Background: an optimization exercise with open tools, aiming at small area and a short achievable clock period. Do not read the settings as production practice.
Only simulation tests tie the RTL to the original design; equivalence was not proved.
Power figures rest on the tool's default switching activity, not on a simulated workload.

<file path="flow/run.sh">
#!/bin/bash
# The standard layout (standard.sh), with two changes to how it is made:
#  - the port buffers are buf_4 cells instead of the default delay-buffer
#    choice (every input and output port still gets its own buffer);
#  - the resizer may change a cell's footprint when it sizes it.
# make's own output goes to flow_make.log here; each ORFS step writes its full
# log under orfs/logs/.
set -euo pipefail
bash standard.sh \
    'BUFFER_PORTS_ARGS=-buffer_cell sky130_fd_sc_hd__buf_4' \
    MATCH_CELL_FOOTPRINT=0 \
    finish > flow_make.log 2>&1
</file>
<file path="constraint.sdc">
create_clock -name core_clock -period 7.5 [get_ports {clk}]
set_input_delay 1.5000 -clock core_clock [delete_from_list [all_inputs] [get_ports {clk}]]
set_output_delay 1.5000 -clock core_clock [all_outputs]
set_load 0.01 [all_outputs]
</file>
<file path="config.mk">
export PLATFORM = sky130hd
export DESIGN_NAME = lsu_top
export DESIGN_NICKNAME = lsu_top
export VERILOG_FILES = /design/flow/design.v
export SDC_FILE = /design/flow/constraint.sdc
export NUM_CORES = 4
export LEC_CHECK = 0
export CAP_MARGIN = 20
export CORE_MARGIN = 2
export CORE_UTILIZATION = 55
export CTS_CLUSTER_DIAMETER = 80
export CTS_CLUSTER_SIZE = 24
export SETUP_SLACK_MARGIN = 4.75
export SLEW_MARGIN = 20
export SYNTH_MEMORY_MAX_BITS = 16384
</file>
<file path="standard.sh">
#!/bin/bash
# synth_recipe.tcl (not shown) runs the flow's synth.tcl, then flattens the netlist and writes it again
# the make line also repeats each setting of config.mk as NAME=value (left out here)
make -C /OpenROAD-flow-scripts/flow DESIGN_CONFIG=/design/flow/config.mk WORK_HOME=/design/flow/orfs CLKGATE_MAP_FILE= SYNTH_SCRIPT=/design/flow/synth_recipe.tcl "${@:-finish}"
</file>
<file path="design.v">
package lsu_pkg;
    localparam int DATA_W = 32;
    localparam logic [6:0] OPC_LOAD  = 7'b0000011;
    localparam logic [6:0] OPC_STORE = 7'b0100011;
    localparam logic [4:0] REG_INSTR  = 5'h00;
    localparam logic [4:0] REG_BASE   = 5'h04;
    localparam logic [4:0] REG_WDATA  = 5'h08;
    localparam logic [4:0] REG_RESULT = 5'h0C;
    localparam logic [4:0] REG_STATUS = 5'h10;
endpackage
`timescale 1ns/1ps
module lsu_decoder (
    input  logic [31:0] instr,
    input  logic [7:0]  base_lo,
    output logic [7:0]  byte_address,
    output logic [1:0]  mem_size,
    output logic        mem_sign,
    output logic        load_ok,
    output logic        store_ok,
    output logic        misaligned,
    output logic        illegal
);
    logic       is_load;
    logic       is_store;
    logic [2:0] funct3;
    logic [7:0] imm;
    logic [1:0] offset;
    logic       funct3_ok;
    logic       legal_load;
    logic       legal_store;
    assign is_load  = (instr[6:0] == lsu_pkg::OPC_LOAD);
    assign is_store = (instr[6:0] == lsu_pkg::OPC_STORE);
    assign funct3   = instr[14:12];
    assign imm          = instr[5] ? {instr[27:25], instr[11:7]} : instr[27:20];
    assign byte_address = base_lo + imm;
    assign offset       = byte_address[1:0];
    assign funct3_ok   = !(funct3[1] && funct3[0]) && !(funct3[2] && funct3[1]);
    assign legal_load  = is_load  && funct3_ok;
    assign legal_store = is_store && funct3_ok && !funct3[2];
    assign illegal     = !(legal_load || legal_store);
    assign mem_size = funct3[1:0];
    assign mem_sign = !funct3[2];
    assign misaligned = !illegal && ((funct3[1:0] == 2'b01 && offset[0]) ||
                                     (funct3[1:0] == 2'b10 && offset != 2'b00));
    assign load_ok  = legal_load  && !misaligned;
    assign store_ok = legal_store && !misaligned;
endmodule
`timescale 1ns/1ps
module data_memory (
    input  logic        clk,
    input  logic [63:0] word_sel,
    input  logic [3:0]  lane_we,
    input  logic [1:0]  mem_size,
    input  logic [31:0] write_data,
    output logic [31:0] read_word
);
    logic [31:0] ram [64];
    logic [31:0] lane_data;
    always_comb begin
        lane_data[7:0]   = write_data[7:0];
        lane_data[15:8]  = (mem_size == 2'b00) ? write_data[7:0] : write_data[15:8];
        lane_data[23:16] = mem_size[1] ? write_data[23:16] : write_data[7:0];
        lane_data[31:24] = mem_size[1] ? write_data[31:24] :
                           mem_size[0] ? write_data[15:8]  : write_data[7:0];
    end
    always_ff @(posedge clk) begin
        for (int w = 0; w < 64; w++) begin
            for (int l = 0; l < 4; l++) begin
                if (word_sel[w] && lane_we[l]) begin
                    ram[w][8*l +: 8] <= lane_data[8*l +: 8];
                end
            end
        end
    end
    always_comb begin
        read_word = '0;
        for (int w = 0; w < 64; w++) begin
            read_word = read_word | (ram[w] & {32{word_sel[w]}});
        end
    end
endmodule
`timescale 1ns/1ps
module lsu_apb_regs (
    input  logic        clk,
    input  logic        rst,
    input  logic [4:0]  paddr,
    input  logic        psel,
    input  logic        penable,
    input  logic        pwrite,
    input  logic [31:0] pwdata,
    output logic [31:0] prdata,
    output logic        pready,
    output logic        pslverr,
    output logic [7:0]  base_lo,
    output logic [31:0] wdata,
    input  logic [7:0]  byte_address,
    input  logic [1:0]  mem_size,
    input  logic        mem_sign,
    input  logic        load_ok,
    input  logic        store_ok,
    input  logic        misaligned,
    input  logic        illegal,
    output logic [63:0] word_sel_q,
    output logic [3:0]  lane_we,
    output logic [1:0]  mem_size_q,
    input  logic [31:0] read_word
);
    logic        setup;
    logic        instr_sel;
    logic        map_err;
    logic [31:0] base;
    logic [1:0]  status;
    logic        base_wr;
    logic        wdata_wr;
    logic [7:0]  addr_q;
    logic        sign_q;
    logic        store_go;
    logic        load_go;
    logic        load_read;
    logic [3:0]  lane_mask;
    logic [31:0] result;
    logic [1:0]  result_offset;
    logic [1:0]  result_size;
    logic        result_sign;
    logic [7:0]  byte_lane;
    logic [15:0] half_lane;
    logic [31:0] result_view;
    assign setup     = psel && !penable;
    assign instr_sel = pwrite && (paddr == lsu_pkg::REG_INSTR);
    assign base_lo   = base[7:0];
    always_comb begin
        case (paddr)
            lsu_pkg::REG_INSTR:  map_err = !pwrite;
            lsu_pkg::REG_BASE,
            lsu_pkg::REG_WDATA:  map_err = 1'b0;
            lsu_pkg::REG_RESULT,
            lsu_pkg::REG_STATUS: map_err = pwrite;
            default:             map_err = 1'b1;
        endcase
    end
    assign byte_lane = result[8*result_offset +: 8];
    assign half_lane = result_offset[1] ? result[31:16] : result[15:0];
    always_comb begin
        case (result_size)
            2'b00:   result_view = {{24{result_sign && byte_lane[7]}}, byte_lane};
            2'b01:   result_view = {{16{result_sign && half_lane[15]}}, half_lane};
            default: result_view = result;
        endcase
    end
    always_ff @(posedge clk) begin
        pready  <= !(setup && instr_sel);
        pslverr <= instr_sel ? (illegal || misaligned) : map_err;
        if (paddr[4]) begin
            prdata <= {30'b0, status};
        end else begin
            case (paddr[3:2])
                2'b01:   prdata <= base;
                2'b10:   prdata <= wdata;
                default: prdata <= result_view;
            endcase
        end
    end
    always_comb begin
        case (mem_size_q)
            2'b00:   lane_mask = 4'b0001 << addr_q[1:0];
            2'b01:   lane_mask = addr_q[1] ? 4'b1100 : 4'b0011;
            default: lane_mask = 4'b1111;
        endcase
    end
    always_ff @(posedge clk) begin
        addr_q     <= byte_address;
        mem_size_q <= mem_size;
        sign_q     <= mem_sign;
        base_wr    <= setup && pwrite && (paddr == lsu_pkg::REG_BASE);
        wdata_wr   <= setup && pwrite && (paddr == lsu_pkg::REG_WDATA);
        store_go   <= setup && instr_sel && store_ok;
        load_go    <= setup && instr_sel && load_ok;
        for (int w = 0; w < 64; w++) begin
            word_sel_q[w] <= (addr_q[7:2] == w[5:0]);
        end
        lane_we    <= lane_mask & {4{store_go}};
        load_read  <= load_go;
    end
    always_ff @(posedge clk) begin
        if (rst) begin
            base          <= '0;
            wdata         <= '0;
            status        <= '0;
            result        <= '0;
            result_offset <= '0;
            result_size   <= '0;
            result_sign   <= 1'b0;
        end else begin
            if (base_wr) begin
                base <= pwdata;
            end
            if (wdata_wr) begin
                wdata <= pwdata;
            end
            if (setup && instr_sel) begin
                status <= {illegal, misaligned};
            end
            if (load_read) begin
                result        <= read_word;
                result_offset <= addr_q[1:0];
                result_size   <= mem_size_q;
                result_sign   <= sign_q;
            end
        end
    end
endmodule
`timescale 1ns/1ps
module lsu_top #(
    parameter int ADDR_W = 8
) (
    input  logic        clk,
    input  logic        rst,
    input  logic [4:0]  paddr,
    input  logic        psel,
    input  logic        penable,
    input  logic        pwrite,
    input  logic [31:0] pwdata,
    output logic [31:0] prdata,
    output logic        pready,
    output logic        pslverr
);
    logic [7:0]  base_lo;
    logic [31:0] wdata;
    logic [7:0]  byte_address;
    logic [1:0]  mem_size;
    logic        mem_sign;
    logic        load_ok;
    logic        store_ok;
    logic        misaligned;
    logic        illegal;
    logic [63:0] word_sel_q;
    logic [3:0]  lane_we;
    logic [1:0]  mem_size_q;
    logic [31:0] read_word;
    lsu_apb_regs i_regs (
        .clk          (clk),
        .rst          (rst),
        .paddr        (paddr),
        .psel         (psel),
        .penable      (penable),
        .pwrite       (pwrite),
        .pwdata       (pwdata),
        .prdata       (prdata),
        .pready       (pready),
        .pslverr      (pslverr),
        .base_lo      (base_lo),
        .wdata        (wdata),
        .byte_address (byte_address),
        .mem_size     (mem_size),
        .mem_sign     (mem_sign),
        .load_ok      (load_ok),
        .store_ok     (store_ok),
        .misaligned   (misaligned),
        .illegal      (illegal),
        .word_sel_q   (word_sel_q),
        .lane_we      (lane_we),
        .mem_size_q   (mem_size_q),
        .read_word    (read_word)
    );
    lsu_decoder i_decoder (
        .instr        (pwdata),
        .base_lo      (base_lo),
        .byte_address (byte_address),
        .mem_size     (mem_size),
        .mem_sign     (mem_sign),
        .load_ok      (load_ok),
        .store_ok     (store_ok),
        .misaligned   (misaligned),
        .illegal      (illegal)
    );
    data_memory i_memory (
        .clk        (clk),
        .word_sel   (word_sel_q),
        .lane_we    (lane_we),
        .mem_size   (mem_size_q),
        .write_data (wdata),
        .read_word  (read_word)
    );
endmodule
</file>
==> flow_summary.json, run 1 <==
{
  "status": "finished clean",
  "tightest_slew_ns": 1.14,
  "synthToLayoutAreaGrowth_pct": 8.44,
  "rsz0062_at_grt": "yes",
  "portBuffers": 75,
  "die_y_um": 391,
  "wirelength_um": 303000,
  "slew_headroom_pct": 23.9,
  "fill_cells": 11000,
  "regToRegStartpoint": "i_regs.word_sel_q[60]",
  "gr-total-overflow": 0,
  "wl_met3_um": 41400,
  "first_global_vias": 45900,
  "fin_worst_skew_ns": 0.0326,
  "die_x_um": 391,
  "clockRootBuffer": "clkbuf_16",
  "path_cells": "buf_4, buf_4, and2_1",
  "peakVddDrop_mv": 0.186,
  "crit_family": "flip-flops",
  "cts.clk_slew.worst_paths_ns": 0.10,
  "critPathSlowestCell": "dfxtp_2",
  "layout.area.seq_mm2": 0.0661,
  "postRouteAntennaNets": 0,
  "drv_cap": 0,
  "postSynth.asyncResetShare_pct": 0,
  "drtIter0Drc": 8724,
  "setup_ws_ns": 4.62,
  "drv_slew": 0,
  "min_path_type": "reg -> reg",
  "ios": 76,
  "place.gp.congestion": 0.934,
  "r2r_cells": 3,
  "met1_length_um": 112000,
  "period_minus_slack_ns": 2.88,
  "mostFrequentLayoutCells": "edfxtp_1 (2048), a22oi_1 (482), a221oi_1 (282), and2_1 (258), a22o_1 (256)",
  "dp_cells": 6613,
  "cts_buffers": 113,
  "drive_above_1_share_pct": 11.7,
  "grt_max_degree": 65,
  "cts-htree-levels": 3,
  "worstSetupStartpointType": "flop",
  "yosysSeqAreaShare_pct": 79.9,
  "dieArea_mm2": 0.153,
  "finalSetupTns_ns": 0,
  "leakage_nw": 32.6,
  "antenna_found_initial": 7,
  "slowest_delay_ns": 0.99,
  "hold_violations": 0,
  "clock-sinks": 2269,
  "worstPathRequired_ns": 7.92,
  "grt_pass1_wl_um": 404000,
  "syn_inst": 4733,
  "ys.flop_type": "edfxtp_1",
  "regToRegSetupSlack_ns": 4.62,
  "worstSkewPairLatency_ns": 0.79,
  "start_util_pct": 55.2,
  "cpMostUsedCell": "buf_4",
  "syn_area_mm2": 0.0825,
  "routed_via_density": 7.38,
  "synth_nets": 4787,
  "ys_ff_latch": 2269,
  "worst_setup_path_end_kind": "flop",
  "r2r_end": "i_memory.ram[60][21]",
  "critical_path.max_fanout": 15,
  "place_ws_ns": 3.84,
  "mostFrequentLayoutCell": "edfxtp_1",
  "core_area_mm2": 0.149,
  "cp.buffers_inverters": 2,
  "synth_warnings": 3,
  "drc": 0,
  "worstSetupPathType": "reg -> reg",
  "fp-row-count": 142,
  "grt_usage_pct": 39.5,
  "power.density_mw_per_mm2": 237,
  "highest_layer": "met5",
  "clock_path_buffers": 3,
  "synth_edf_count": 2048,
  "cts-hold-fix-buffers": 0,
  "multi_input_area_mm2": 0.0155,
  "cp_data_arrival_time_ns": 3.30,
  "cts_tree": "done",
  "hold_end": "i_regs.load_read",
  "hold_path_depth": 0,
  "holdCritStartpoint": "i_regs.load_go",
  "drt-pass1-iter-count": 6,
  "route.met2.wl_um": 133000,
  "layout.cells.non_filler": 6816,
  "post_drt_wl_per_cell_um": 44.5,
  "finalCritPeriodShare_pct": 38.5,
  "timing.fmax_ghz": 0.347,
  "setup_violations": 0,
  "fin_hold_ws_ns": 0.436,
  "dp.final_hpwl_um": 187000,
  "nets": 4766,
  "syn_avg_cell_area_um2": 17.4,
  "cts_setup_buffers": 0,
  "synth.distinct_cells": 49,
  "vias": 50300
}
==> area by class of cell <==
class                      instances  share of cell area [%]
sequential                      2269                    73.8
multi-input combinational       2110                    17.3
clock buffer                     161                    3.50
tap                             2016                    2.82
timing repair buffer             210                    1.93
clock inverter                    39                   0.580
inverter                           8                  0.0336
antenna                            3                 0.00839
==> synth_stat cells, types with 37 or more instances <==
cell      instances  area, µm²
a211oi_1         42        315
a221oi_1        294       2570
a22o_1          256       2240
a22oi_1         482       3620
and2_1          258       1610
buf_2            93        465
clkbuf_1        235        882
dfxtp_1         221       4420
edfxtp_1       2048      61500
mux2i_1          80        801
nand2_1          75        282
nand3_1         103        515
nand4_1         129        807
nor2_1          183        687
nor3_1           37        185
==> how the worst max path moves through the flow <==
stage               slack (ns)                   end             startpoint  cells past startpoint
global placement          3.91       i_regs.store_go              pwdata[5]                      8
detailed placement        3.84       i_regs.store_go              pwdata[5]                      8
global route              4.72            prdata[10]      i_regs.prdata[10]                      1
finish                    4.62  i_memory.ram[60][21]  i_regs.word_sel_q[60]                      3
CTS                       4.69     i_regs.result[25]  i_regs.word_sel_q[45]                      6
floorplan                 4.11       i_regs.store_go              pwdata[5]                      8
==> flip-flops by register name, summed over array words and instances, names as in the netlist, 4 cells and up <==
signal and flops:
i_regs.base 32, i_regs.prdata 32, i_regs.result 32, i_regs.word_sel_q 64, i_regs.wdata 32, i_memory.ram 2048, i_regs.lane_we 4, i_regs.addr_q 8
==> logic make-up after synthesis <==
group,after synthesis,share of synthesized area (%)
xor gates and xnor gates,7,0.0743
AOI/OAI and AO/OA,1142,11.3
buffers and inverters,354,1.76
muxes,110,1.39
adders and majority gates,12,0.191
and+or+nand+nor,839,5.39
DFF,2269,79.9
==> per-layer routing <==
| layer | GRT usage, % | vias to the layer above |
|---|---|---|
| met4 | 18.3 | 10 |
| met2 | 58.2 | 4239 |
| met1 | 56.4 | 26100 |
| li1 | - | 19300 |
| met3 | 8.80 | 659 |
| met5 | 0 | - |
==> where the power goes <==
part | leakage [nW] | total (mW) | internal (mW) | switching [mW]
Clock | 1.76 | 7.33 | 3.23 | 4.10
Sequential | 25.6 | 13.6 | 13.6 | 0.0581
Combinational | 5.27 | 0.271 | 0.0776 | 0.194
Total | 32.6 | 21.2 | 16.9 | 4.36
==> stage by stage <==
step,util [%],cell area (µm²),power (mW)
detailed placement,57.2,85400,14.2
floorplan,-,82600,14.0
global placement,57.2,85400,14.2
CTS,59.8,89400,21.2
global route,59.9,89500,21.6
finish,59.9,89500,21.2
==> worst reg2reg max path, cell delays in order, from the launching register on <==
cell and delay [ns]:
dfxtp_2 0.99, buf_4 0.42, buf_4 0.38, and2_1 0.73
==> what timing repair did <==
item                       in CTS  in global routing
gates resized for setup        90                 16
pin swaps                       0                  1
setup endpoints to repair     605                289
==> run 2: changes to the inputs <==
--- a/design.v
+++ b/design.v
@@ -50,4 +50,4 @@
     input  logic        clk,
-    input  logic [63:0] word_sel,
-    input  logic [3:0]  lane_we,
+    input  logic [63:0] word_sel_n,
+    input  logic [3:0]  lane_we_n,
     input  logic [1:0]  mem_size,
@@ -68,3 +68,3 @@
             for (int l = 0; l < 4; l++) begin
-                if (word_sel[w] && lane_we[l]) begin
+                if (!(word_sel_n[w] || lane_we_n[l])) begin
                     ram[w][8*l +: 8] <= lane_data[8*l +: 8];
@@ -75,5 +75,5 @@
     always_comb begin
-        read_word = '0;
+        read_word = '1;
         for (int w = 0; w < 64; w++) begin
-            read_word = read_word | (ram[w] & {32{word_sel[w]}});
+            read_word = read_word & (ram[w] | {32{word_sel_n[w]}});
         end
@@ -102,4 +102,4 @@
     input  logic        illegal,
-    output logic [63:0] word_sel_q,
-    output logic [3:0]  lane_we,
+    output logic [63:0] word_sel_n,
+    output logic [3:0]  lane_we_n,
     output logic [1:0]  mem_size_q,
@@ -178,5 +178,5 @@
         for (int w = 0; w < 64; w++) begin
-            word_sel_q[w] <= (addr_q[7:2] == w[5:0]);
-        end
-        lane_we    <= lane_mask & {4{store_go}};
+            word_sel_n[w] <= (addr_q[7:2] != w[5:0]);
+        end
+        lane_we_n  <= ~(lane_mask & {4{store_go}});
         load_read  <= load_go;
@@ -235,4 +235,4 @@
     logic        illegal;
-    logic [63:0] word_sel_q;
-    logic [3:0]  lane_we;
+    logic [63:0] word_sel_n;
+    logic [3:0]  lane_we_n;
     logic [1:0]  mem_size_q;
@@ -259,4 +259,4 @@
         .illegal      (illegal),
-        .word_sel_q   (word_sel_q),
-        .lane_we      (lane_we),
+        .word_sel_n   (word_sel_n),
+        .lane_we_n    (lane_we_n),
         .mem_size_q   (mem_size_q),
@@ -277,4 +277,4 @@
         .clk        (clk),
-        .word_sel   (word_sel_q),
-        .lane_we    (lane_we),
+        .word_sel_n (word_sel_n),
+        .lane_we_n  (lane_we_n),
         .mem_size   (mem_size_q),
--- a/config.mk
+++ b/config.mk
@@ -9,3 +9,3 @@
 export CORE_MARGIN = 2
-export CORE_UTILIZATION = 55
+export CORE_UTILIZATION = 60
 export CTS_CLUSTER_DIAMETER = 80
==> flow_summary.json, run 2 <==
{
  "power.share.sequential_pct": 64.6,
  "drv_slew": 0,
  "synth_compound_area_share_pct": 9.57,
  "largest_reg_flops": 2048,
  "grt_pass1_wl_um": 403000,
  "regToRegStartpoint": "i_regs.word_sel_n[59]",
  "fill_cells": 9187,
  "place_ws_ns": 3.80,
  "antenna_found_initial": 16,
  "r2r_cells": 6,
  "portBuffers": 75,
  "drt-pass1-iter-count": 6,
  "fin_hold_ws_ns": 0.357,
  "rsz0062_at_grt": "yes",
  "peakVddDrop_mv": 0.224,
  "worstSkewPairLatency_ns": 0.78,
  "cts-htree-levels": 3,
  "cp_data_arrival_time_ns": 3.54,
  "routed_via_density": 7.54,
  "power.density_mw_per_mm2": 239,
  "setup_ws_ns": 4.66,
  "mostFrequentLayoutCell": "edfxtp_1",
  "slowest_delay_ns": 0.76,
  "synth_most_common_cell": "edfxtp_1",
  "p_comb_share_pct": 3.0,
  "timing.fmax_ghz": 0.352,
  "synth_edf_count": 2048,
  "ys.flop_type": "edfxtp_1",
  "critPathSlowestCell": "dfxtp_2",
  "finalCritPeriodShare_pct": 37.9,
  "yosysTopAreaCell": "edfxtp_1",
  "vias": 51500,
  "die_x_um": 371,
  "place.gp.congestion": 0.956,
  "period_minus_slack_ns": 2.84,
  "first_global_vias": 47100,
  "die_y_um": 371,
  "clockRootBuffer": "clkbuf_16",
  "finalSetupTns_ns": 0,
  "worst_setup_path_end_kind": "flop",
  "core_area_mm2": 0.134,
  "cts_tree": "done",
  "totalPowerFinal_mw": 21.1,
  "syn_inst": 4879,
  "synth_warnings": 3,
  "gr-total-overflow": 0,
  "postRouteAntennaNets": 0,
  "cp.buffers_inverters": 1,
  "slew_headroom_pct": 13.4,
  "holdCritStartpoint": "i_regs.load_go",
  "pwr-share-clk_pct": 32.5,
  "synth_xor_area_share_pct": 0.0758,
  "postSynth.asyncResetShare_pct": 0,
  "synth_common_cells": "edfxtp_1 (2048), o22ai_1 (928), nor2_1 (447), dfxtp_1 (221), clkbuf_1 (145)",
  "post_drt_wl_per_cell_um": 44.4,
  "fin_worst_skew_ns": 0.0326,
  "cts-hold-fix-buffers": 0,
  "sw_frac_of_total_pct": 21.2,
  "clock-sinks": 2269,
  "largest-register": "i_memory.ram",
  "synth_simple_gate_area_share_pct": 5.44,
  "synth.distinct_cells": 50,
  "synth_top_family_by_area": "compound AO/OA/AOI/OAI gates",
  "grt_usage_pct": 44.0,
  "min_path_type": "reg -> reg",
  "start_util_pct": 60.6,
  "drtIter0Drc": 10000,
  "critical_path.max_fanout": 25,
  "fp-row-count": 134,
  "hold_violations": 0,
  "synth_nets": 4933,
  "worstPathRequired_ns": 8.20,
  "syn_avg_cell_area_um2": 16.6,
  "synth_top_area_share_pct": 76.0,
  "drc": 0,
  "syn_area_mm2": 0.0809,
  "nets": 5017,
  "yosysSeqAreaShare_pct": 81.5,
  "cts.clk_slew.worst_paths_ns": 0.09,
  "setup_violations": 0,
  "wirelength_um": 303000,
  "status": "finished clean",
  "hold_path_depth": 0,
  "yosys-top-cells-area": "edfxtp_1 (76%), o22ai_1 (7.2%), dfxtp_1 (5.5%), nor2_1 (2.1%), nor4_1 (1.0%)",
  "muxShareOfSynthArea_pct": 1.39,
  "hold_end": "i_regs.load_read",
  "utilization_pct": 66.1,
  "ys_ff_latch": 2269,
  "clock_path_buffers": 3,
  "drive_above_1_share_pct": 13.9,
  "dieArea_mm2": 0.138,
  "reg.largest.list": "i_memory.ram (2048), i_regs.word_sel_n (64)",
  "path_cells": "buf_4, o22a_1, o221ai_1, nor3_1, nand4_1, o21ai_1",
  "worstSetupPathType": "reg -> reg",
  "tightest_slew_ns": 1.29,
  "ios": 76,
  "cts_buffers": 108,
  "synthAdderAreaFrac_pct": 0.195,
  "r2r_end": "i_regs.result[14]",
  "dp.final_hpwl_um": 187000,
  "synthToLayoutAreaGrowth_pct": 9.18,
  "grt_max_degree": 72,
  "intPower_mw": 16.6,
  "mostFrequentLayoutCells": "edfxtp_1 (2048), o22ai_1 (928), nor2_1 (377), buf_4 (245), nand2_1 (125)",
  "worstSetupStartpointType": "flop",
  "power_switching_mw": 4.47,
  "crit_family": "simple AND/OR/NAND/NOR gates",
  "regToRegSetupSlack_ns": 4.66,
  "drv_cap": 0,
  "leakage_nw": 33.5
}
run 2: stage by stage:
stage	instance area, µm²	cells
global placement	84300	6612
global route	88400	6821
CTS	88100	6815
detailed placement	84400	6615
floorplan	81000	4879
finish	88400	6825
run 2: how the worst max path moves through the flow:
stage	startpoint	to	slack, ns	cells after the start
3_5_place_dp	rst	i_regs.result[15]	3.80	7
6_report	i_regs.word_sel_n[59]	i_regs.result[14]	4.66	6
3_3_place_gp	rst	i_regs.result[15]	3.86	7
5_1_grt	i_regs.word_sel_n[34]	i_regs.result[13]	4.71	5
2_1_floorplan	pwdata[5]	i_regs.pslverr	4.15	9
4_1_cts	i_regs.word_sel_n[30]	i_regs.result[22]	4.70	6
run 2: logic make-up after synthesis:
family                     count (synthesis)
xor gates and xnor gates                   7
adders and majority gates                 12
and+or+nand+nor                          935
DFF                                     2269
muxes                                    109
buffers and inverters                    354
AOI/OAI and AO/OA                       1193
run 2: what timing repair did:
| item | CTS | global route |
|---|---|---|
| endpoints found under the setup margin | 65 | 39 |
| gates resized for setup | 132 | 36 |
| setup buffers | 0 | 3 |
| pin swaps | 0 | 2 |
run 2: final cells by class:
| cell class | count | area [µm²] | share of cell area, % |
|---|---|---|---|
| Clock buffer | 179 | 3060 | 3.46 |
| Tap cell | 1768 | 2210 | 2.50 |
| Multi-Input combinational cell | 2256 | 14000 | 15.8 |
| Inverter | 11 | 41.3 | 0.0467 |
| Clock inverter | 21 | 225 | 0.255 |
| Antenna cell | 4 | 10.0 | 0.0113 |
| Sequential cell | 2269 | 66100 | 74.9 |
| Timing Repair Buffer | 317 | 2700 | 3.05 |
run 2: layer usage:
metal	vias up	routed length [µm]	track usage [%]
li1	19800	-	-
met1	25800	104000	60.5
met2	4989	130000	63.3
met3	914	49500	14.2
met4	8	19700	23.5
met5	-	51	0
run 2: power by group through the flow:
stage / logic (mW) / registers, mW / clock network (mW)
global route: 0.633 / 13.6 / 7.22
finish: 0.625 / 13.6 / 6.85
floorplan: 0.295 / 13.9 / 0
global placement: 0.577 / 13.9 / 0
CTS: 0.592 / 13.6 / 6.80
detailed placement: 0.578 / 13.9 / 0
==> run 3: changes to the inputs <==
--- a/design.v
+++ b/design.v
@@ -26,3 +26,6 @@
     logic [7:0] imm;
-    logic [1:0] offset;
+    logic [1:0] offset_load;
+    logic [1:0] offset_store;
+    logic       mis_load;
+    logic       mis_store;
     logic       funct3_ok;
@@ -35,3 +38,4 @@
     assign byte_address = base_lo + imm;
-    assign offset       = byte_address[1:0];
+    assign offset_load  = base_lo[1:0] + instr[21:20];
+    assign offset_store = base_lo[1:0] + instr[8:7];
     assign funct3_ok   = !(funct3[1] && funct3[0]) && !(funct3[2] && funct3[1]);
@@ -42,6 +46,9 @@
     assign mem_sign = !funct3[2];
-    assign misaligned = !illegal && ((funct3[1:0] == 2'b01 && offset[0]) ||
-                                     (funct3[1:0] == 2'b10 && offset != 2'b00));
-    assign load_ok  = legal_load  && !misaligned;
-    assign store_ok = legal_store && !misaligned;
+    assign mis_load  = (funct3[1:0] == 2'b01 && offset_load[0]) ||
+                       (funct3[1:0] == 2'b10 && offset_load != 2'b00);
+    assign mis_store = (funct3[1:0] == 2'b01 && offset_store[0]) ||
+                       (funct3[1:0] == 2'b10 && offset_store != 2'b00);
+    assign misaligned = (legal_load && mis_load) || (legal_store && mis_store);
+    assign load_ok  = legal_load  && !mis_load;
+    assign store_ok = legal_store && !mis_store;
 endmodule
--- a/config.mk
+++ b/config.mk
@@ -12,3 +12,3 @@
 export CTS_CLUSTER_SIZE = 24
-export SETUP_SLACK_MARGIN = 4.75
+export SETUP_SLACK_MARGIN = 4.9
 export SLEW_MARGIN = 20
==> flow_summary.json, run 3 <==
{
  "status": "finished clean",
  "finalCritPeriodShare_pct": 37.1,
  "drc": 0,
  "synth_most_common_cell": "edfxtp_1",
  "synth_warnings": 3,
  "cts_tree": "done",
  "finalSetupTns_ns": 0,
  "drt-pass1-iter-count": 6,
  "setup_violations": 0,
  "final_cell_area_mm2": 0.0889,
  "pwr-share-clk_pct": 32.0,
  "drv_cap": 0,
  "largest-register": "i_memory.ram",
  "synth_edf_count": 2048,
  "grt_max_degree": 75,
  "synthToLayoutAreaGrowth_pct": 9.71,
  "cts-hold-fix-buffers": 0,
  "postSynth.asyncResetShare_pct": 0,
  "peakVddDrop_mv": 0.258,
  "syn_inst": 4901,
  "first_global_vias": 46800,
  "power.share.sequential_pct": 64.8,
  "fin_worst_skew_ns": 0.0290,
  "path_cells": "buf_6",
  "die_y_um": 371,
  "vias": 51900,
  "crit_family": "flip-flops",
  "mostFrequentLayoutCell": "edfxtp_1",
  "fp-row-count": 134,
  "cts_buffers": 107,
  "setup_ws_ns": 4.72,
  "power.density_mw_per_mm2": 236,
  "syn_avg_cell_area_um2": 16.5,
  "worstSkewPairLatency_ns": 0.80,
  "min_path_type": "reg -> reg",
  "rsz0062_at_grt": "yes",
  "synth_top_area_share_pct": 75.9,
  "clock-sinks": 2269,
  "drv_slew": 0,
  "dp.final_hpwl_um": 186000,
  "postRouteAntennaNets": 0,
  "leakage_nw": 33.8,
  "cts-htree-levels": 3,
  "critPathSlowestCell": "dfxtp_4",
  "clockRootBuffer": "clkbuf_16",
  "totalPowerFinal_mw": 21.0,
  "antenna_found_initial": 9,
  "place.gp.congestion": 0.951,
  "synth.distinct_cells": 53,
  "die_x_um": 371,
  "worst_setup_path_end_kind": "output port",
  "core_area_mm2": 0.134,
  "mostFrequentLayoutCells": "edfxtp_1 (2048), o22ai_1 (928), nor2_1 (389), buf_4 (252), nand2_1 (127)",
  "grt_pass1_wl_um": 403000,
  "yosys-top-cells-area": "edfxtp_1 (76%), o22ai_1 (7.2%), dfxtp_1 (5.5%), nor2_1 (2.1%), nor4_1 (1.0%)",
  "worstPathRequired_ns": 6.00,
  "hold_violations": 0,
  "grt_usage_pct": 43.9,
  "period_minus_slack_ns": 2.78,
  "portBuffers": 75,
  "fin_hold_ws_ns": 0.329,
  "p_comb_share_pct": 3.2,
  "ios": 76,
  "cp_data_arrival_time_ns": 1.28,
  "slowest_delay_ns": 0.37,
  "reg.largest.list": "i_memory.ram (2048), i_regs.word_sel_n (64)",
  "syn_area_mm2": 0.0810,
  "wirelength_um": 303000,
  "clock_path_buffers": 3,
  "layout.cells.non_filler": 6858,
  "cp.buffers_inverters": 1,
  "routed_via_density": 7.57,
  "utilization_pct": 66.4,
  "cts.clk_slew.worst_paths_ns": 0.10,
  "critical_path.max_fanout": 1,
  "dp_cells": 6641,
  "drive_above_1_share_pct": 14.5,
  "sw_frac_of_total_pct": 21.2,
  "synth_common_cells": "edfxtp_1 (2048), o22ai_1 (928), nor2_1 (449), dfxtp_1 (221), clkbuf_1 (147)",
  "tightest_slew_ns": 1.25,
  "nets": 5073,
  "gr-total-overflow": 0,
  "fill_cells": 9292,
  "timing.fmax_ghz": 0.360,
  "worstSetupStartpointType": "flop",
  "dieArea_mm2": 0.138,
  "power_switching_mw": 4.46,
  "worstSetupPathType": "reg -> out",
  "ys.flop_type": "edfxtp_1",
  "dpl_cell_area_mm2": 0.0846,
  "ys_ff_latch": 2269,
  "intPower_mw": 16.6,
  "synth_nets": 4957,
  "start_util_pct": 60.6,
  "drtIter0Drc": 9857,
  "slew_headroom_pct": 16.7,
  "post_drt_wl_per_cell_um": 44.2,
  "place_ws_ns": 3.61,
  "yosysSeqAreaShare_pct": 81.4,
  "largest_reg_flops": 2048,
  "yosysTopAreaCell": "edfxtp_1"
}
==> run 3: repair_timing <==
item / in CTS / in global routing
endpoints found under the setup margin: 379 / 256
gates resized for setup: 204 / 55
setup buffers: 9 / 20
==> run 3: layout make-up <==
cell class                 count  area (µm²)  area share [%]
multi-input combinational   2271       14200            16.0
clock buffer                 159        2920            3.28
antenna                        3        7.51         0.00845
clock inverter                20         186           0.210
inverter                      18        67.6          0.0760
sequential                  2269       66200            74.4
tap                         1768        2210            2.49
timing repair buffer         350        3110            3.49
==> run 3: path summary, 6_finish.rpt <==
check / start / endpoint / slack, ns / cells after the start
worst max-delay path: i_regs.prdata[6] / prdata[6] / 4.72 / 1
worst min-delay path: i_regs.load_go / i_regs.load_read / 0.33 / 0
worst max register to register: i_regs.word_sel_n[54] / i_regs.result[6] / 4.83 / 6
worst min register to register: i_regs.load_go / i_regs.load_read / 0.33 / 0
==> run 3: kinds of logic after synthesis <==
family	count (synthesis)	share of synthesized area [%]
buf+inv	361	1.84
simple gates	948	5.54
mux	109	1.39
fa+ha+maj	14	0.225
compound gates	1192	9.56
flops	2269	81.4
xor+xnor	8	0.0865
==> run 3: layer usage <==
layer / GRT usage [%] / vias up / wire, µm
li1: - / 19900 / -
met1: 61.2 / 26400 / 104000
met2: 64.8 / 4770 / 133000
met3: 12.4 / 810 / 48000
met4: 20.4 / 6 / 17900
met5: 0 / - / 47
==> run 3: power by group through the flow <==
stage / Sequential (mW) / Combinational (mW) / Clock [mW]
final: 13.6 / 0.679 / 6.72
after global placement: 13.9 / 0.611 / 0
after CTS: 13.6 / 0.636 / 6.67
after floorplan: 13.9 / 0.308 / 0
after detailed placement: 13.9 / 0.610 / 0
after global routing: 13.6 / 0.684 / 7.06
==> run 4: changes to the inputs <==
--- a/config.mk
+++ b/config.mk
@@ -7,9 +7,9 @@
 export LEC_CHECK = 0
-export CAP_MARGIN = 20
+export CAP_MARGIN = 10
 export CORE_MARGIN = 2
-export CORE_UTILIZATION = 60
+export CORE_UTILIZATION = 65
 export CTS_CLUSTER_DIAMETER = 80
 export CTS_CLUSTER_SIZE = 24
-export SETUP_SLACK_MARGIN = 4.9
-export SLEW_MARGIN = 20
+export SETUP_SLACK_MARGIN = 4.8
+export SLEW_MARGIN = 10
 export SYNTH_MEMORY_MAX_BITS = 16384
==> flow_summary.json, run 4 <==
{
  "status": "finished clean",
  "grt_usage_pct": 46.0,
  "yosysTopAreaCell": "edfxtp_1",
  "largest-register": "i_memory.ram",
  "drive_above_1_share_pct": 12.9,
  "worstSetupStartpoint": "i_regs.word_sel_n[14]",
  "syn_inst": 4901,
  "regToRegSetupSlack_ns": 4.69,
  "mostFrequentLayoutCell": "edfxtp_1",
  "dpl_cell_area_mm2": 0.0844,
  "reg.largest.list": "i_memory.ram (2048), i_regs.word_sel_n (64)",
  "leakage_nw": 33.6,
  "rsz0062_at_grt": "yes",
  "dp_cells": 6514,
  "worstSkewPairLatency_ns": 0.77,
  "tightest_slew_ns": 1.42,
  "layout.cells.non_filler": 6720,
  "worst_setup_path_end_kind": "flop",
  "die_x_um": 357,
  "fill_cells": 7923,
  "worstSetupPathType": "reg -> reg",
  "wirelength_um": 293000,
  "synth_nets": 4957,
  "slowest_delay_ns": 0.56,
  "regToRegStartpoint": "i_regs.word_sel_n[14]",
  "hold_violations": 0,
  "routed_via_density": 7.72,
  "drt-pass1-iter-count": 6,
  "cp_data_arrival_time_ns": 3.51,
  "route.met2.wl_um": 126000,
  "r2r_cells": 7,
  "crit_family": "simple AND/OR/NAND/NOR gates",
  "postSynth.asyncResetShare_pct": 0,
  "synth_warnings": 3,
  "clockRootBuffer": "clkbuf_16",
  "nets": 5047,
  "cts_tree": "done",
  "synth_most_common_cell": "edfxtp_1",
  "post_drt_wl_per_cell_um": 43.5,
  "dp.final_hpwl_um": 181000,
  "fp-row-count": 129,
  "ios": 76,
  "dieArea_mm2": 0.127,
  "clock_path_buffers": 3,
  "grt_max_degree": 74,
  "fin_worst_skew_ns": 0.0573,
  "power.share.sequential_pct": 65.2,
  "synthToLayoutAreaGrowth_pct": 8.90,
  "drv_cap": 0,
  "clock-sinks": 2269,
  "hold_path_depth": 0,
  "drv_slew": 0,
  "synth_top_area_share_pct": 75.9,
  "setup_violations": 0,
  "sw_frac_of_total_pct": 20.8,
  "portBuffers": 75,
  "antenna_found_initial": 14,
  "syn_area_mm2": 0.0810,
  "place.gp.congestion": 0.939,
  "r2r_end": "i_regs.result[14]",
  "core_area_mm2": 0.124,
  "power.density_mw_per_mm2": 237,
  "critical_path.max_fanout": 19,
  "highest_layer": "met5",
  "syn_avg_cell_area_um2": 16.5,
  "intPower_mw": 16.6,
  "worstPathRequired_ns": 8.20,
  "power_switching_mw": 4.34,
  "pwr-share-clk_pct": 31.8,
  "vias": 51900,
  "cp-endpoint": "i_regs.result[14]",
  "die_y_um": 357,
  "ys_ff_latch": 2269,
  "peakVddDrop_mv": 0.259,
  "yosys-top-cells-area": "edfxtp_1 (76%), o22ai_1 (7.2%), dfxtp_1 (5.5%), nor2_1 (2.1%), nor4_1 (1.0%)",
  "path_cells": "buf_4, buf_6, o22ai_1, or4_1, nor4_2, nand4_1, o21ai_0",
  "drc": 0,
  "cp.depth": 7,
  "critPathSlowestCell": "or4_1",
  "wl_met3_um": 50600,
  "cts.clk_slew.worst_paths_ns": 0.10,
  "ys.flop_type": "edfxtp_1",
  "cts-htree-levels": 3,
  "final_cell_area_mm2": 0.0882,
  "synth_edf_count": 2048,
  "min_path_type": "reg -> reg",
  "grt_pass1_wl_um": 392000,
  "first_global_vias": 47100,
  "period_minus_slack_ns": 2.81,
  "met1_length_um": 95900,
  "largest_reg_flops": 2048,
  "slew_headroom_pct": 5.30,
  "worstSetupStartpointType": "flop",
  "cp.buffers_inverters": 2,
  "start_util_pct": 65.5,
  "timing.fmax_ghz": 0.356,
  "finalSetupTns_ns": 0,
  "postRouteAntennaNets": 0,
  "synth.distinct_cells": 53,
  "yosysSeqAreaShare_pct": 81.4,
  "cts_buffers": 106,
  "synth_common_cells": "edfxtp_1 (2048), o22ai_1 (928), nor2_1 (449), dfxtp_1 (221), clkbuf_1 (147)",
  "mostFrequentLayoutCells": "edfxtp_1 (2048), o22ai_1 (928), nor2_1 (424), buf_4 (244), nand2_1 (127)",
  "p_comb_share_pct": 3.1,
  "finalCritPeriodShare_pct": 37.4,
  "gr-total-overflow": 0,
  "drtIter0Drc": 10700
}
## run 4: cell count changes in the layout (fill, tap and decap cells not counted), sizes merged
| cell | before | now |
|---|---|---|
| buf | 349 | 324 |
| bufinv | 1 | 0 |
| clkbuf | 160 | 177 |
| clkinv | 11 | 7 |
| clkinvlp | 0 | 2 |
| diode | 3 | 10 |
| inv | 26 | 23 |
## run 4: routing by layer
metal,up-vias,track usage [%]
li1,19900,-
met1,25700,62.6
met2,5210,66.9
met3,1053,15.7
met4,6,23.4
met5,-,0
## run 4: cell families after synthesis
| logic type | count (synthesis) | synth area share (%) |
|---|---|---|
| mux | 109 | 1.39 |
| compound gates | 1192 | 9.56 |
| fa+ha+maj | 14 | 0.225 |
| xor+xnor | 8 | 0.0865 |
| flops | 2269 | 81.4 |
| buf+inv | 361 | 1.84 |
| simple gates | 948 | 5.54 |
## run 4: power groups by stage
stage                     Clock, mW  Sequential (mW)  Combinational [mW]
after floorplan                   0             13.9               0.306
after global routing           6.98             13.6               0.647
after global placement            0             13.9               0.581
after CTS                      6.58             13.6               0.600
final                          6.64             13.6               0.642
after detailed placement          0             13.9               0.584
## run 4: worst min path at each step
stage / startpoint / endpoint / slack, ns
2_1_floorplan: i_regs.load_go / i_regs.load_read / 0.31
3_3_place_gp: i_regs.load_go / i_regs.load_read / 0.32
3_5_place_dp: i_regs.load_go / i_regs.load_read / 0.31
4_1_cts: i_regs.load_go / i_regs.load_read / 0.34
5_1_grt: i_regs.load_go / i_regs.load_read / 0.35
6_report: i_regs.load_go / i_regs.load_read / 0.34
## run 4: cell type report
type                       instances  area (µm²)  area share, %
clock buffer                     176        3000           3.40
clock inverter                    14         131          0.149
timing repair buffer             325        2820           3.20
tap                             1637        2050           2.32
sequential                      2269       66100           75.0
multi-input combinational       2271       14000           15.9
inverter                          18        67.6         0.0766
antenna                           10        25.0         0.0284
## run 4: timing repair
action | in CTS | in global routing
gates resized for setup | 138 | 55
hold buffers | 0 | 0
setup buffers | 0 | 5
pin swaps | 0 | 2
endpoints found under the setup margin | 569 | 388
cloned | 0 | 0
## run 4: metrics by stage
stage / worst slack [ns] / total power [mW] / hold slack, ns / utilization (%)
global placement: 4.05 / 14.5 / 0.316 / 68.2
finish: 4.69 / 20.9 / 0.338 / 71.4
floorplan: 4.43 / 14.2 / 0.310 / -
detailed placement: 4.06 / 14.5 / 0.314 / 68.2
CTS: 4.75 / 20.8 / 0.337 / 71.1
global route: 4.76 / 21.2 / 0.347 / 71.3
## run 4: worst register-to-register path: cells and delay by family (launching register included)
kind | cells | cell delay, ns
simple gates | 3 | 1.25
buf+inv | 2 | 0.77
compound gates | 2 | 0.39
flops | 1 | 0.32
==> run 5: changes to the inputs <==
--- a/config.mk
+++ b/config.mk
@@ -9,5 +9,5 @@
 export CORE_MARGIN = 2
-export CORE_UTILIZATION = 65
-export CTS_CLUSTER_DIAMETER = 80
-export CTS_CLUSTER_SIZE = 24
+export CORE_UTILIZATION = 70
+export CTS_CLUSTER_DIAMETER = 100
+export CTS_CLUSTER_SIZE = 28
 export SETUP_SLACK_MARGIN = 4.8
==> flow_summary.json, run 5 <==
{
  "drt-pass1-iter-count": 6,
  "cts-htree-levels": 3,
  "cts-hold-fix-buffers": 0,
  "worst_setup_path_end_kind": "flop",
  "dieArea_mm2": 0.118,
  "worstSetupStartpoint": "i_regs.word_sel_n[62]",
  "slew_headroom_pct": 9.48,
  "yosysSeqAreaShare_pct": 81.4,
  "clock-sinks": 2269,
  "clockRootBuffer": "clkbuf_16",
  "syn_avg_cell_area_um2": 16.5,
  "grt_usage_pct": 48.5,
  "cts_buffers": 91,
  "postSynth.asyncResetShare_pct": 0,
  "largest_reg_flops": 2048,
  "wirelength_um": 286000,
  "tightest_slew_ns": 1.35,
  "synth_top_area_share_pct": 75.9,
  "core_area_mm2": 0.115,
  "cp_data_arrival_time_ns": 3.52,
  "cts.clk_slew.worst_paths_ns": 0.11,
  "ys_ff_latch": 2269,
  "yosysTopAreaCell": "edfxtp_1",
  "highest_layer": "met5",
  "place.gp.congestion": 0.979,
  "routed_via_density": 7.96,
  "leakage_nw": 33.3,
  "fin_worst_skew_ns": 0.0449,
  "syn_inst": 4901,
  "synth_nets": 4957,
  "period_minus_slack_ns": 2.85,
  "min_path_type": "reg -> reg",
  "synth_edf_count": 2048,
  "syn_area_mm2": 0.0810,
  "synth_most_common_cell": "edfxtp_1",
  "worstSetupPathType": "reg -> reg",
  "largest-register": "i_memory.ram",
  "timing.fmax_ghz": 0.351,
  "postRouteAntennaNets": 0,
  "start_util_pct": 70.8,
  "setup_violations": 0,
  "critical_path.max_fanout": 26,
  "first_global_vias": 47700,
  "vias": 52200,
  "grt_pass1_wl_um": 385000,
  "antenna_found_initial": 14,
  "synth_common_cells": "edfxtp_1 (2048), o22ai_1 (928), nor2_1 (449), dfxtp_1 (221), clkbuf_1 (147)",
  "reg.largest.list": "i_memory.ram (2048), i_regs.word_sel_n (64)",
  "mostFrequentLayoutCells": "edfxtp_1 (2048), o22ai_1 (928), nor2_1 (432), buf_4 (245), nand2_1 (127)",
  "utilization_pct": 76.5,
  "rsz0062_at_grt": "yes",
  "drtIter0Drc": 11100,
  "wl_met3_um": 57000,
  "synth_warnings": 3,
  "finalCritPeriodShare_pct": 38.0,
  "die_x_um": 344,
  "cts_tree": "done",
  "worstPathRequired_ns": 8.17,
  "mostFrequentLayoutCell": "edfxtp_1",
  "gr-total-overflow": 0,
  "grt_max_degree": 75,
  "yosys-top-cells-area": "edfxtp_1 (76%), o22ai_1 (7.2%), dfxtp_1 (5.5%), nor2_1 (2.1%), nor4_1 (1.0%)",
  "regToRegStartpoint": "i_regs.word_sel_n[62]",
  "drc": 0,
  "portBuffers": 75,
  "met1_length_um": 91600,
  "drive_above_1_share_pct": 12.4,
  "worstSetupStartpointType": "flop",
  "finalSetupTns_ns": 0,
  "die_y_um": 344,
  "power.density_mw_per_mm2": 233,
  "fp-row-count": 124,
  "synth.distinct_cells": 53,
  "dp.final_hpwl_um": 178000,
  "drv_cap": 0,
  "holdCritStartpoint": "i_regs.load_go",
  "clock_path_buffers": 3,
  "nets": 5029,
  "peakVddDrop_mv": 0.292,
  "route.met2.wl_um": 119000,
  "status": "finished clean",
  "hold_violations": 0,
  "ys.flop_type": "edfxtp_1",
  "post_drt_wl_per_cell_um": 43.7,
  "drv_slew": 0,
  "synthToLayoutAreaGrowth_pct": 8.07,
  "ios": 76,
  "worstSkewPairLatency_ns": 0.75
}
==> run 5: repair_timing <==
item,CTS,global route
setup endpoints to repair,125,131
buffers inserted,0,8
gates resized for setup,152,50
pin swaps,1,3
==> run 5: worst paths after layout <==
path                                          to  depth (start not counted)  slack [ns]
worst max-delay path            i_regs.result[2]                          5        4.65
worst min-delay path            i_regs.load_read                          0        0.37
worst max register to register  i_regs.result[2]                          5        4.65
worst min register to register  i_regs.load_read                          0        0.37
==> run 5: power breakdown <==
group          internal (mW)  switching, mW  total (mW)
registers               13.6         0.0555        13.6
clock network           2.38           3.75        6.13
logic                  0.209          0.442       0.651
total                   16.2           4.25        20.4
==> run 5: critical path, cell delays in order, from the launching register on <==
cell and delay, ns:
dfxtp_2 0.66, buf_4 0.56, o22ai_1 0.15, nor4_1 0.79, nand4_1 0.30, o21ai_0 0.22
==> run 5: through the flow <==
stage / total power [mW] / worst slack, ns / instances / hold WS [ns] / cell area, µm²
after CTS: 20.2 / 4.67 / 6544 / 0.367 / 87300
after global routing: 20.7 / 4.76 / 6552 / 0.375 / 87500
after global placement: 14.5 / 3.97 / 6383 / 0.367 / 84100
after floorplan: 14.2 / 4.43 / 4901 / 0.310 / 81200
final: 20.4 / 4.65 / 6561 / 0.372 / 87600
after detailed placement: 14.5 / 3.86 / 6384 / 0.334 / 84100
==> run 5: routing by layer <==
metal	up-vias	GRT usage (%)
met4	12	24.2
met2	5922	67.0
met3	1072	18.7
met1	25400	68.4
met5	-	0
li1	19800	-
==> run 5: final cells by class <==
class | count | area (µm²)
Antenna cell | 9 | 22.5
Clock buffer | 154 | 2560
Clock inverter | 6 | 85.1
Fill cell | 6533 | 26900
Inverter | 18 | 67.6
Multi-Input combinational cell | 2271 | 14000
Sequential cell | 2269 | 66200
Tap cell | 1512 | 1890
Timing Repair Buffer | 322 | 2750
==> run 5: kinds of logic after synthesis <==
family | count (synthesis) | share of synthesized area (%)
DFF | 2269 | 81.4
xor gates and xnor gates | 8 | 0.0865
and+or+nand+nor | 948 | 5.54
muxes | 109 | 1.39
adders and majority gates | 14 | 0.225
buffers and inverters | 361 | 1.84
AOI/OAI and AO/OA | 1192 | 9.56
==> run 6: changes to the inputs <==
--- a/config.mk
+++ b/config.mk
@@ -9,6 +9,6 @@
 export CORE_MARGIN = 2
-export CORE_UTILIZATION = 70
+export CORE_UTILIZATION = 65
 export CTS_CLUSTER_DIAMETER = 100
 export CTS_CLUSTER_SIZE = 28
-export SETUP_SLACK_MARGIN = 4.8
+export SETUP_SLACK_MARGIN = 4.95
 export SLEW_MARGIN = 10
==> flow_summary.json, run 6 <==
{
  "synth_top_area_share_pct": 75.9,
  "drv_cap": 0,
  "finalSetupTns_ns": 0,
  "synth_top_family_by_area": "compound AO/OA/AOI/OAI gates",
  "ys_ff_latch": 2269,
  "synthAdderAreaFrac_pct": 0.225,
  "tightest_slew_ns": 1.38,
  "dpl_cell_area_mm2": 0.0843,
  "drive_above_1_share_pct": 13.3,
  "nets": 5056,
  "dieArea_mm2": 0.127,
  "ios": 76,
  "synth_nets": 4957,
  "worst_setup_path_end_kind": "output port",
  "hold_end": "i_regs.load_read",
  "hold_path_depth": 0,
  "timing.fmax_ghz": 0.365,
  "critical_path.max_fanout": 1,
  "mostFrequentLayoutCells": "edfxtp_1 (2048), o22ai_1 (928), nor2_1 (428), buf_4 (243), nand2_1 (127)",
  "crit_family": "flip-flops",
  "final_cell_area_mm2": 0.0883,
  "slew_headroom_pct": 7.67,
  "cp.buffers_inverters": 1,
  "clockRootBuffer": "clkbuf_16",
  "leakage_nw": 33.6,
  "drc": 0,
  "gr-total-overflow": 0,
  "fp-row-count": 129,
  "muxShareOfSynthArea_pct": 1.39,
  "postRouteAntennaNets": 0,
  "mostFrequentLayoutCell": "edfxtp_1",
  "worstSkewPairLatency_ns": 0.75,
  "r2r_cells": 6,
  "grt_usage_pct": 45.9,
  "clock_path_buffers": 3,
  "cts_buffers": 91,
  "die_x_um": 357,
  "postSynth.asyncResetShare_pct": 0,
  "yosys-top-cells-area": "edfxtp_1 (76%), o22ai_1 (7.2%), dfxtp_1 (5.5%), nor2_1 (2.1%), nor4_1 (1.0%)",
  "portBuffers": 75,
  "vias": 51800,
  "synth_most_common_cell": "edfxtp_1",
  "die_y_um": 357,
  "cts-htree-levels": 3,
  "peakVddDrop_mv": 0.216,
  "synthToLayoutAreaGrowth_pct": 9.00,
  "worstPathRequired_ns": 6.00,
  "worstSetupPathType": "reg -> out",
  "synth.distinct_cells": 53,
  "synth_xor_area_share_pct": 0.0865,
  "status": "finished clean",
  "reg.largest.list": "i_memory.ram (2048), i_regs.word_sel_n (64)",
  "largest-register": "i_memory.ram",
  "syn_avg_cell_area_um2": 16.5,
  "finalCritPeriodShare_pct": 36.5,
  "slowest_delay_ns": 0.39,
  "start_util_pct": 65.5,
  "first_global_vias": 46700,
  "cp_data_arrival_time_ns": 1.24,
  "syn_area_mm2": 0.0810,
  "largest_reg_flops": 2048,
  "power.density_mw_per_mm2": 231,
  "grt_pass1_wl_um": 391000,
  "drtIter0Drc": 10200,
  "r2r_end": "i_regs.result[26]",
  "yosysSeqAreaShare_pct": 81.4,
  "synth_simple_gate_area_share_pct": 5.54,
  "synth_compound_area_share_pct": 9.56,
  "period_minus_slack_ns": 2.74,
  "grt_max_degree": 76,
  "worstSetupStartpointType": "flop",
  "drv_slew": 0,
  "setup_violations": 0,
  "syn_inst": 4901,
  "drt-pass1-iter-count": 8,
  "cts.clk_slew.worst_paths_ns": 0.11,
  "rsz0062_at_grt": "yes",
  "path_cells": "buf_6",
  "antenna_found_initial": 10,
  "routed_via_density": 7.73,
  "holdCritStartpoint": "i_regs.load_go",
  "cts_tree": "done",
  "critPathSlowestCell": "dfxtp_2",
  "fin_worst_skew_ns": 0.0251,
  "place.gp.congestion": 0.983,
  "clock-sinks": 2269,
  "ys.flop_type": "edfxtp_1",
  "synth_common_cells": "edfxtp_1 (2048), o22ai_1 (928), nor2_1 (449), dfxtp_1 (221), clkbuf_1 (147)",
  "synth_warnings": 3,
  "dp.final_hpwl_um": 179000,
  "regToRegStartpoint": "i_regs.word_sel_n[49]",
  "core_area_mm2": 0.124,
  "hold_violations": 0,
  "cts-hold-fix-buffers": 0,
  "wirelength_um": 293000,
  "post_drt_wl_per_cell_um": 43.7,
  "yosysTopAreaCell": "edfxtp_1",
  "min_path_type": "reg -> reg",
  "regToRegSetupSlack_ns": 4.89,
  "synth_edf_count": 2048
}
==> run 6: worst max-delay path by stage <==
stage                 startpoint           endpoint  slack, ns  cells past startpoint
2_1_floorplan          pwdata[5]   i_regs.addr_q[7]       4.43                      9
3_3_place_gp                 rst  i_regs.result[29]       3.68                      6
3_5_place_dp                 rst  i_regs.result[30]       3.68                      6
4_1_cts        i_regs.prdata[11]         prdata[11]       4.75                      1
5_1_grt        i_regs.prdata[11]         prdata[11]       4.74                      1
6_report       i_regs.prdata[11]         prdata[11]       4.76                      1
==> run 6: per-layer routing <==
metal  up-vias  share of wire (%)  track usage [%]
met5         -              0.023                0
met4        10                6.5             22.9
met3       970                 18             16.1
met2      5325                 43             66.5
met1     25600                 33             62.7
li1      19900                  -                -
==> run 6: cell type report <==
class                      instances  area, µm²
sequential                      2269      66200
clock inverter                     6       82.6
multi-input combinational       2272      14200
clock buffer                     142       2530
fill                            7936      35300
antenna                           10       25.0
timing repair buffer             348       3190
inverter                          18       67.6
tap                             1637       2050
==> run 6: cell families (layout without fill, tap and decap cells) <==
group / count (synthesis) / count (layout)
AO/OA/AOI/OAI: 1192 / 1192
XOR/XNOR: 8 / 8
adder cells (fa/ha/maj): 14 / 14
buffers and inverters: 361 / 514
flip-flops: 2269 / 2269
multiplexers: 109 / 109
other: 0 / 10
AND/OR/NAND/NOR: 948 / 949
==> run 6: stage by stage <==
stage          total power, mW  std cells  utilization (%)  hold slack, ns  setup slack (ns)
4_1_cts                   20.3       6672             71.0           0.374              4.75
5_1_grt                   20.8       6694             71.4           0.384              4.74
6_report                  20.4       6702             71.4           0.373              4.76
3_3_place_gp              14.5       6507             68.2           0.361              3.68
2_1_floorplan             14.2       4901                -           0.310              4.43
3_5_place_dp              14.5       6508             68.2           0.342              3.68
==> run 6: timing repair <==
item | CTS | global route
resized for setup | 225 | 62
pin swaps | 0 | 4
endpoints found under the setup margin | 260 | 563
gates cloned | 1 | 0
buffers inserted | 15 | 20
endpoints found under the hold margin | 0 | 0
==> run 6: where the power goes <==
group	switching, mW	leakage [nW]	internal (mW)	total (mW)
logic	0.461	6.82	0.223	0.685
clock network	3.75	1.26	2.38	6.13
registers	0.0456	25.5	13.6	13.6
total	4.26	33.6	16.2	20.4
==> run 7: changes to the inputs <==
--- a/config.mk
+++ b/config.mk
@@ -11,3 +11,3 @@
 export CTS_CLUSTER_DIAMETER = 100
-export CTS_CLUSTER_SIZE = 28
+export CTS_CLUSTER_SIZE = 30
 export SETUP_SLACK_MARGIN = 4.95
==> flow_summary.json, run 7 <==
{
  "status": "finished clean",
  "dpl_cell_area_mm2": 0.0843,
  "crit_family": "flip-flops",
  "cp.buffers_inverters": 1,
  "fp-row-count": 129,
  "period_minus_slack_ns": 2.73,
  "slowest_delay_ns": 0.39,
  "tightest_slew_ns": 1.39,
  "postRouteAntennaNets": 0,
  "synth_edf_count": 2048,
  "r2r_end": "i_regs.result[26]",
  "worstSetupStartpointType": "flop",
  "worstSkewPairLatency_ns": 0.75,
  "antenna_found_initial": 11,
  "clock-sinks": 2269,
  "holdCritStartpoint": "i_regs.load_go",
  "r2r_cells": 6,
  "place.gp.congestion": 0.983,
  "finalCritPeriodShare_pct": 36.5,
  "synth.distinct_cells": 53,
  "clock_path_buffers": 3,
  "worst_setup_path_end_kind": "output port",
  "first_global_vias": 46800,
  "largest-register": "i_memory.ram",
  "synth_warnings": 3,
  "slew_headroom_pct": 6.82,
  "drv_cap": 0,
  "hold_end": "i_regs.load_read",
  "mostFrequentLayoutCell": "edfxtp_1",
  "cts_tree": "done",
  "cts.clk_slew.worst_paths_ns": 0.12,
  "yosysSeqAreaShare_pct": 81.4,
  "mostFrequentLayoutCells": "edfxtp_1 (2048), o22ai_1 (928), nor2_1 (428), buf_4 (250), nand2_1 (127)",
  "regToRegSetupSlack_ns": 4.82,
  "grt_max_degree": 76,
  "synth_nets": 4957,
  "worstSetupPathType": "reg -> out",
  "dp.final_hpwl_um": 179000,
  "clockRootBuffer": "clkbuf_16",
  "syn_inst": 4901,
  "drt-pass1-iter-count": 6,
  "wirelength_um": 292000,
  "rsz0062_at_grt": "yes",
  "drv_slew": 0,
  "die_x_um": 357,
  "yosysTopAreaCell": "edfxtp_1",
  "path_cells": "buf_6",
  "leakage_nw": 33.5,
  "start_util_pct": 65.5,
  "drive_above_1_share_pct": 13.3,
  "routed_via_density": 7.71,
  "gr-total-overflow": 0,
  "nets": 5055,
  "postSynth.asyncResetShare_pct": 0,
  "finalSetupTns_ns": 0,
  "power.density_mw_per_mm2": 230,
  "setup_violations": 0,
  "hold_path_depth": 0,
  "cts_buffers": 85,
  "synth_most_common_cell": "edfxtp_1",
  "dieArea_mm2": 0.127,
  "drtIter0Drc": 10300,
  "yosys-top-cells-area": "edfxtp_1 (76%), o22ai_1 (7.2%), dfxtp_1 (5.5%), nor2_1 (2.1%), nor4_1 (1.0%)",
  "final_cell_area_mm2": 0.0882,
  "cp_data_arrival_time_ns": 1.23,
  "worstSetupStartpoint": "i_regs.prdata[11]",
  "min_path_type": "reg -> reg",
  "regToRegStartpoint": "i_regs.word_sel_n[28]",
  "cts-hold-fix-buffers": 0,
  "hold_violations": 0,
  "fin_worst_skew_ns": 0.0246,
  "synthToLayoutAreaGrowth_pct": 8.81,
  "cts-htree-levels": 3,
  "post_drt_wl_per_cell_um": 43.6,
  "reg.largest.list": "i_memory.ram (2048), i_regs.word_sel_n (64)",
  "core_area_mm2": 0.124,
  "vias": 51600,
  "grt_pass1_wl_um": 390000,
  "timing.fmax_ghz": 0.366,
  "worstPathRequired_ns": 6.00,
  "ys_ff_latch": 2269,
  "largest_reg_flops": 2048,
  "portBuffers": 75,
  "syn_avg_cell_area_um2": 16.5,
  "critPathSlowestCell": "dfxtp_2",
  "critical_path.max_fanout": 1,
  "ios": 76,
  "syn_area_mm2": 0.0810,
  "ys.flop_type": "edfxtp_1",
  "die_y_um": 357,
  "drc": 0,
  "synth_common_cells": "edfxtp_1 (2048), o22ai_1 (928), nor2_1 (449), dfxtp_1 (221), clkbuf_1 (147)",
  "grt_usage_pct": 45.8,
  "synth_top_area_share_pct": 75.9,
  "peakVddDrop_mv": 0.236
}
## run 7: cell types whose count changed in the layout (fill, tap and decap cells not counted), sizes merged
cell / delta
clkinv: +1
clkbuf: +1
buf: +5
inv: -1
diode: -5
## run 7: routing by layer
layer	track usage, %	wire length, µm	vias up
met2	65.9	126000	5241
met4	24.0	19700	16
met1	62.1	94800	25600
met3	16.7	52200	970
met5	0	103	-
li1	-	-	19900
## run 7: kinds of logic (layout without fill, tap and decap cells)
| kind of cell | Yosys count | in the layout | synth area share, % |
|---|---|---|---|
| compound gates | 1192 | 1192 | 9.56 |
| mux | 109 | 109 | 1.39 |
| fa+ha+maj | 14 | 14 | 0.225 |
| buf+inv | 361 | 520 | 1.84 |
| flops | 2269 | 2269 | 81.4 |
| xor+xnor | 8 | 8 | 0.0865 |
| simple gates | 948 | 949 | 5.54 |
| other cells | 0 | 5 | 0 |
## run 7: where the power goes
group | switching, mW | total (mW) | internal, mW
Combinational | 0.462 | 0.686 | 0.224
Sequential | 0.0448 | 13.6 | 13.6
Clock | 3.72 | 5.96 | 2.25
Total | 4.22 | 20.3 | 16.0
## run 7: worst max path at each step
stage                     cells after the start                end
final                                         1         prdata[11]
after global routing                          1         prdata[11]
after CTS                                     1         prdata[11]
after detailed placement                      6  i_regs.result[30]
after global placement                        6  i_regs.result[29]
after floorplan                               9   i_regs.addr_q[7]
## run 7: per-stage QoR
step	utilization [%]	total power, mW	worst slack (ns)	std cells	hold WS [ns]
finish	71.3	20.3	4.77	6703	0.371
global placement	68.2	14.5	3.68	6507	0.361
CTS	70.9	20.1	4.75	6674	0.374
detailed placement	68.2	14.5	3.68	6508	0.342
floorplan	-	14.2	4.43	4901	0.310
global route	71.3	20.6	4.75	6698	0.385
## run 7: worst reg2reg max path, cell delays in order (launching register included)
cell and delay [ns]:
dfxtp_2 0.70, buf_8 0.44, o22ai_1 0.18, or4_1 0.51, nor3_1 0.46, nand4_1 0.15
o21ai_0 0.17
## run 7: cell type report
type,count,area [µm²]
diodes,5,12.5
clock buffers,143,2410
clock inverters,6,56.3
fillers,7962,35500
inverters,18,67.6
multi-input cells,2272,14200
flip-flops and latches,2269,66200
well taps,1637,2050
repair buffers,353,3230
## run 7: what timing repair did
| item | 4_1_cts | 5_1_grt |
|---|---|---|
| endpoints found under the hold margin | 0 | 0 |
| endpoints found under the setup margin | 260 | 578 |
| resized for setup | 223 | 59 |
| pin swaps | 0 | 4 |
| setup buffers | 16 | 24 |
| gates cloned | 1 | 0 |

==> afterwards: timing with drivers on the ports <==
Ports are ideal in the flow. The routed layouts listed here were re-timed in OpenROAD.
Step 1 sets driving cells, clkbuf_16 on the clock port and buf_2 on the other inputs (assumed; they add their load-dependent delay and slew).
Step 2 adds t to the input delays and takes it off the output delays; t is the mean of the earliest and latest rising clock arrival at the registers after step 1. Input paths then give back, and output paths get back, about the clock's delay inside the block.
Three values: ideal, step 1, step 2; two values: the first two.
run | t (ns) | slack for setup (ns) | hold WS [ns] | worst setup path after step 2 | worst register clock-pin slew, ns
run 1 | 0.859 | 4.615 / 4.615 / 4.026 | 0.436 / 0.436 / 0.436 | input to register | 0.10 / 0.10
run 2 | 0.848 | 4.656 / 4.656 / 3.909 | 0.357 / 0.357 / 0.357 | input to register | 0.11 / 0.11
run 3 | 0.865 | 4.719 / 4.633 / 4.143 | 0.329 / 0.329 / 0.329 | input to register | 0.10 / 0.10
run 4 | 0.818 | 4.694 / 4.694 / 4.053 | 0.338 / 0.338 / 0.338 | input to register | 0.10 / 0.10
run 5 | 0.806 | 4.653 / 4.653 / 4.020 | 0.372 / 0.372 / 0.372 | input to register | 0.12 / 0.12
run 6 | 0.812 | 4.764 / 4.689 / 4.220 | 0.373 / 0.373 / 0.373 | input to register | 0.12 / 0.12
run 7 | 0.819 | 4.766 / 4.681 / 4.229 | 0.371 / 0.371 / 0.371 | input to register | 0.12 / 0.12
After both steps every run listed still meets setup and hold. The setup slack of run 2, which loses most, moves by 0.000 ns with the drivers and by -0.747 ns with both steps.
